Context: an optimization exercise on an open-source flow, tuned for small area, a short achievable clock period and few clock cycles per item. The choices shown serve that exercise and are no tape-out recipe.
Where RTL was checked, it was by simulation tests only, not by an equivalence proof against the original.

==> flow/design.v <==
`timescale 1ns/1ps
`default_nettype none
module div_top (
    input  wire         clk,
    input  wire         rst_n,
    input  wire  [31:0] op1,     
    input  wire  [31:0] op2,     
    input  wire  [2:0]  funct3,
    input  wire         start,
    input  wire         ack,
    output logic [31:0] result,
    output logic        done
);
    localparam logic [1:0] S_IDLE = 2'd0, S_SETUP = 2'd1, S_ITER = 2'd2, S_NEG = 2'd3;
    localparam int DW = 33;              
    localparam int W  = 36;              
    logic [1:0]    st;
    logic [31:0]   a_r;    
    logic [DW-1:0] b_r;    
    logic [31:0]   q_r;    
    logic [1:0]    fn;     
    logic          a_ng;   
    logic          b_ng;   
    logic [3:0]    cnt;    
    logic          neg;    
    logic accept;
    assign accept = start && (st == S_IDLE) && (!done || ack);
    logic        sgn_i, an_i, bn_i, rem_i;
    logic        div0_i, ovfl_i, zq_i, fin_i;
    logic [31:0] imm_i;
    assign rem_i  = funct3[1];
    assign sgn_i  = !funct3[0];
    assign an_i   = sgn_i && op1[31];
    assign bn_i   = sgn_i && op2[31];
    assign div0_i = (op2 == 32'd0);
    assign ovfl_i = sgn_i && (op1 == 32'h8000_0000) && (op2 == 32'hffff_ffff);
    assign zq_i   = (op1 < op2) && !an_i && !bn_i;
    assign fin_i  = div0_i || ovfl_i || zq_i;
    assign imm_i[30:0] = rem_i ? op1[30:0] : {31{div0_i}};
    assign imm_i[31]   = (rem_i ? op1[31] : div0_i) ^ ovfl_i;
    logic        is_rem;
    logic [31:0] aa, bb;
    logic [6:0]  sh;
    logic        sh_ng;
    logic [DW-1:0] b_al;                
    assign is_rem = fn[1];
    assign aa     = a_r + 32'(a_ng);     
    assign bb     = b_r[31:0] + 32'(b_ng);
    function automatic logic [5:0] top_bit(input logic [31:0] x);  
        logic [7:0] nz;
        logic [1:0] loc [0:7];
        logic [2:0] g;
        for (int i = 0; i < 8; i++) begin
            nz[i]  = |x[4*i +: 4];
            loc[i] = x[4*i+3] ? 2'd3 : x[4*i+2] ? 2'd2 : x[4*i+1] ? 2'd1 : 2'd0;
        end
        g[2] = |nz[7:4];
        g[1] = g[2] ? |nz[7:6] : |nz[3:2];
        g[0] = g[2] ? (g[1] ? nz[7] : nz[5]) : (g[1] ? nz[3] : nz[1]);
        top_bit = {~|nz, g, loc[g]};
    endfunction
    logic [5:0] ta, tb;
    assign ta = top_bit(a_r);
    assign tb = top_bit(b_r[31:0]);
    assign sh    = 7'({1'b0, ta[4:0]}) + 7'(a_ng) - 7'({1'b0, tb[4:0]});
    assign sh_ng = sh[6];
    assign b_al  = sh_ng ? DW'(bb) : DW'(bb) << {sh[4:1], 1'b0};
    logic [W-1:0] r0, d1, d2, cs_s, cs_c;
    logic [W:0]   t1, t2, t3;
    logic         ge1, ge2, ge3;
    logic [1:0]   qd;
    logic [31:0]  r_nx, qn;
    assign r0 = W'(a_r);
    assign d1 = W'(b_r);
    assign d2 = W'(b_r) << 1;
    assign cs_s = r0 ^ ~d1 ^ ~d2;
    assign cs_c = (r0 & ~d1) | (r0 & ~d2) | (~d1 & ~d2);
    assign t1 = {1'b0, r0} - {1'b0, d1};
    assign t2 = {1'b0, r0} - {1'b0, d2};
    assign t3 = {1'b0, cs_s} + {cs_c, 1'b1} + (W + 1)'(1);
    assign ge1 = !t1[W];
    assign ge2 = !t2[W];
    assign ge3 = !t3[W];
    always_comb begin
        if (ge3)      begin qd = 2'd3; r_nx = t3[31:0]; end
        else if (ge2) begin qd = 2'd2; r_nx = t2[31:0]; end
        else if (ge1) begin qd = 2'd1; r_nx = t1[31:0]; end
        else          begin qd = 2'd0; r_nx = a_r;      end
    end
    assign qn = {q_r[29:0], qd};
    always_ff @(posedge clk or negedge rst_n) begin
        if (!rst_n) begin
            st   <= S_IDLE;
            done <= 1'b0;
        end else begin
            case (st)
                S_IDLE: begin
                    if (accept) begin
                        st   <= fin_i ? S_IDLE : S_SETUP;
                        done <= fin_i;
                    end else if (ack) begin
                        done <= 1'b0;
                    end
                end
                S_SETUP: st <= S_ITER;
                S_ITER: begin
                    if (cnt == 4'd0) begin
                        if (neg) begin
                            st <= S_NEG;
                        end else begin
                            st   <= S_IDLE;
                            done <= 1'b1;
                        end
                    end
                end
                default: begin
                    st   <= S_IDLE;
                    done <= 1'b1;
                end
            endcase
        end
    end
    always_ff @(posedge clk) begin
        case (st)
            S_IDLE: begin
                if (accept) begin
                    q_r  <= imm_i;
                    fn   <= funct3[1:0];
                    a_ng <= an_i;
                    b_ng <= bn_i;
                end
            end
            S_SETUP: begin
                neg <= is_rem ? a_ng : (a_ng ^ b_ng);
            end
            S_ITER: begin
                q_r <= (cnt == 4'd0 && is_rem) ? r_nx : qn;
            end
            default: begin
                q_r <= ~q_r + 32'd1;
            end
        endcase
    end
    always_ff @(posedge clk) begin
        case (st)
            S_IDLE: begin
                a_r <= an_i ? ~op1 : op1;
                b_r <= DW'(bn_i ? ~op2 : op2);
            end
            S_SETUP: begin
                a_r <= aa;
                b_r <= b_al;
            end
            default: begin
                a_r <= r_nx;
                b_r <= b_r >> 2;
            end
        endcase
        cnt <= (st == S_SETUP) ? (sh_ng ? 4'd0 : sh[4:1]) : cnt - 4'd1;
    end
    assign result = q_r;
endmodule
`default_nettype wire
Settings: LEC_CHECK=0, CAP_MARGIN=20, CORE_MARGIN=2, CORE_UTILIZATION=40, SLEW_MARGIN=20; clock period 17.5 ns.
standard.sh (not shown) runs the stock make flow with config.mk's settings and CLKGATE_MAP_FILE= SYNTH_SCRIPT=/design/flow/synth_recipe.tcl, a recipe that flattens the netlist after the stock synthesis.
==> flow/flow/run.sh <==
#!/bin/bash
# standard layout (the standard.sh) with two changes to how it is made:
#  - the port buffers are buf_4 cells instead of the smallest buffer
#  - the timing repair is asked to leave MARGIN ns of setup slack at the design's
#    clock period (the constraints themselves are unchanged)
set -uo pipefail
MARGIN=12
bash standard.sh "BUFFER_PORTS_ARGS=-buffer_cell sky130_fd_sc_hd__buf_4" \
    SETUP_SLACK_MARGIN=$MARGIN finish > make_finish.log 2>&1
The baseline finished with timing, DRC and antenna clean.
==> next run, changes <==
--- a/flow/flow/run.sh
+++ b/flow/flow/run.sh
@@ -6,3 +6,3 @@
 set -uo pipefail
-MARGIN=12
+MARGIN=12.5
 bash standard.sh "BUFFER_PORTS_ARGS=-buffer_cell sky130_fd_sc_hd__buf_4" \
Result: The changed run produced a clean layout; final area is higher by 4.1%; global-route usage grows by 0.32 points; utilization went up by 1.9 points.
Function was not checked in any run of this note: the RTL went through the layout flow alone.

* * *

run A:
div_top, a different RTL version from the one above (not shown whole).
Size in the first run: ~2,400 cells after synthesis, ~110 flip-flops, roughly 100 I/O pins, roughly 0.017 mm^2 of cells after synthesis.
==> flow/config.mk <==
export PLATFORM = sky130hd
export DESIGN_NAME = div_top
export DESIGN_NICKNAME = div_top
export VERILOG_FILES = /design/flow/design.v
export SDC_FILE = /design/flow/constraint.sdc
export NUM_CORES = 4
export LEC_CHECK = 0
export CAP_MARGIN = 20
export CORE_MARGIN = 2
export CORE_UTILIZATION = 40
export SLEW_MARGIN = 20
==> flow/constraint.sdc <==
create_clock -name core_clock -period 17.5 [get_ports {clk}]
set_input_delay 3.5000 -clock core_clock [delete_from_list [all_inputs] [get_ports {clk}]]
set_output_delay 3.5000 -clock core_clock [all_outputs]
set_load 0.01 [all_outputs]
==> flow/flow/run.sh <==
#!/bin/bash
# standard layout (the standard.sh) with two changes to how it is made:
#  - the port buffers are buf_2 cells instead of the smallest buffer
#  - the timing repair is asked to leave MARGIN ns of setup slack at the design's
#    clock period (the constraints themselves are unchanged)
set -uo pipefail
MARGIN=12
bash standard.sh "BUFFER_PORTS_ARGS=-buffer_cell sky130_fd_sc_hd__buf_2" \
    SETUP_SLACK_MARGIN=$MARGIN finish > make_finish.log 2>&1
Run A completed end to end with timing, DRC and antenna clean.
Testbench counts of run A, summed over its fixed seeds: cycles 9,820, items 2,400.
Setup changes, run A to run B
-- flow/flow/run.sh --
<<< run A, line 3
#  - the port buffers are buf_2 cells instead of the smallest buffer
>>> run B, line 3
#  - the port buffers are buf_4 cells instead of the smallest buffer
<<< run A, line 8
bash standard.sh "BUFFER_PORTS_ARGS=-buffer_cell sky130_fd_sc_hd__buf_2" \
>>> run B, line 8
bash standard.sh "BUFFER_PORTS_ARGS=-buffer_cell sky130_fd_sc_hd__buf_4" \
- Compared with run A, run B shows a higher routed wire length.
- The fmax of run B was superior to that of run A.
- Per the comparison of run B with run A, post-detailed-placement half-perimeter wirelength held steady; via count shrank by 129.
- Per the comparison of run B with run A, number of clock buffers in the layout fell 1; summed area of non-filler cells in the final layout rose 190 um^2.
## Diff of input files: run C against run B
-- flow/flow/run.sh --
<<< run B, line 7
MARGIN=12
>>> run C, line 7
MARGIN=12.5
--- outcome ---
- Compared with run B, in run C critical path depth went down 1, placed cell count flat, detailed-routing wirelength on met1 now sits higher, maximum frequency increased by 6.9 MHz relative to the old numbers.
- Fraction of the cycle the final worst path needs delta for run C relative to run B: 1.1 points lower
- A critical path capture point of q_r[31] is what run C shows, while a_r[29] belongs to run B.
Input changes introduced in run D (baseline for comparison: run C):
==> flow/run.sh (new file) <==
#!/bin/bash
# synth_recipe.tcl (not shown) runs the flow's synth.tcl, then flattens the netlist and writes it again
# the make line also repeats each setting of config.mk as NAME=value (left out here)
make -C /OpenROAD-flow-scripts/flow DESIGN_CONFIG=/design/flow/config.mk WORK_HOME=/design/flow/orfs CLKGATE_MAP_FILE= SYNTH_SCRIPT=/design/flow/synth_recipe.tcl finish
removed: flow/flow/run.sh
removed: flow/standard.sh
Results
Taking run C as 1.0, run D lands at 0.74 on number of signal-net buffers in the layout. Compared with run C, in run D area of all placed cells without fillers now sits lower; data required time of the worst path now sits lower; placement-stage cell area now sits higher. The minimum clock period after layout in run D was higher than what run C gave. The worst max-slew margin expressed relative to the limit of run D was superior to that of run C.
diff inputs: run D => run E
==> flow/flow/run.sh (new file) <==
#!/bin/bash
# standard layout (the standard.sh) with two changes to how it is made:
#  - the port buffers are buf_4 cells instead of the smallest buffer
#  - the timing repair is asked to leave MARGIN ns of setup slack at the design's
#    clock period (the constraints themselves are unchanged)
set -uo pipefail
MARGIN=11.5
bash standard.sh "BUFFER_PORTS_ARGS=-buffer_cell sky130_fd_sc_hd__buf_4" \
    SETUP_SLACK_MARGIN=$MARGIN finish > make_finish.log 2>&1
==> flow/standard.sh (new file) <==
#!/bin/bash
# synth_recipe.tcl (not shown) runs the flow's synth.tcl, then flattens the netlist and writes it again
# the make line also repeats each setting of config.mk as NAME=value (left out here)
make -C /OpenROAD-flow-scripts/flow DESIGN_CONFIG=/design/flow/config.mk WORK_HOME=/design/flow/orfs CLKGATE_MAP_FILE= SYNTH_SCRIPT=/design/flow/synth_recipe.tcl "${@:-finish}"
removed: flow/run.sh
- met1 global-route usage up 1.2 points in run E wrt run D
- Relative to run D, run E degrades HPWL after detailed placement.
- Between run D and run E, the difference in placer's final routability congestion estimate is negligible.
- Comparing first-pass GRT wire length for run D and run E, the smaller number came from run D.
- The run showing the smaller required time at the worst-slack endpoint is run E.
- The lower sequential share of cell area of run D and run E is in run D.
- When the final numbers for run D and run E were put side by side, the shortest period the worst path allows turned out to be greater in run D.
- Looking at post-layout instance area across both flows, run E is the stronger of the two, with run D trailing.
- The total placed instance area in run E was lower than what run D gave.

[static timing again, ports no longer ideal]
In the flow no input, the clock included, has a driving cell. The finished layouts below were timed again as built, in two steps. Step 1 assumes that a clkbuf_16 drives the clock port and a buf_2 every other input. Step 2, shift: input delay + t, output delay - t, t = (earliest + latest rising clock arrival at the registers) / 2. This alone moves slack from input paths to output paths. a / b / c = no drivers / after step 1 / after step 2; a / b = the first two.
run	t, ns	setup slack, ns	hold slack, ns	worst setup path at the end	pins driven straight from the clock port
the first run of note 1	0.425	12.006 / 12.025 / 11.600	0.482 / 0.482 / 0.482	input to register	1
the second run of note 1	0.428	12.044 / 12.061 / 11.633	0.480 / 0.480 / 0.480	input to register	1
run A	0.425	12.083 / 12.114 / 11.688	0.477 / 0.477 / 0.477	input to register	1
run B	0.439	12.145 / 12.145 / 11.824	0.497 / 0.497 / 0.497	input to register	1
run C	0.423	12.336 / 12.363 / 11.940	0.512 / 0.512 / 0.512	input to register	1
run D	0.428	11.095 / 11.095 / 11.095	0.479 / 0.479 / 0.479	register to register	1
run E	0.434	11.670 / 11.670 / 11.670	0.495 / 0.495 / 0.495	register to register	1
After both steps setup and hold are still met in every run listed. The setup slack of the second run of note 1, which loses most, moves by +0.017 ns with the drivers and by -0.411 ns with both steps.
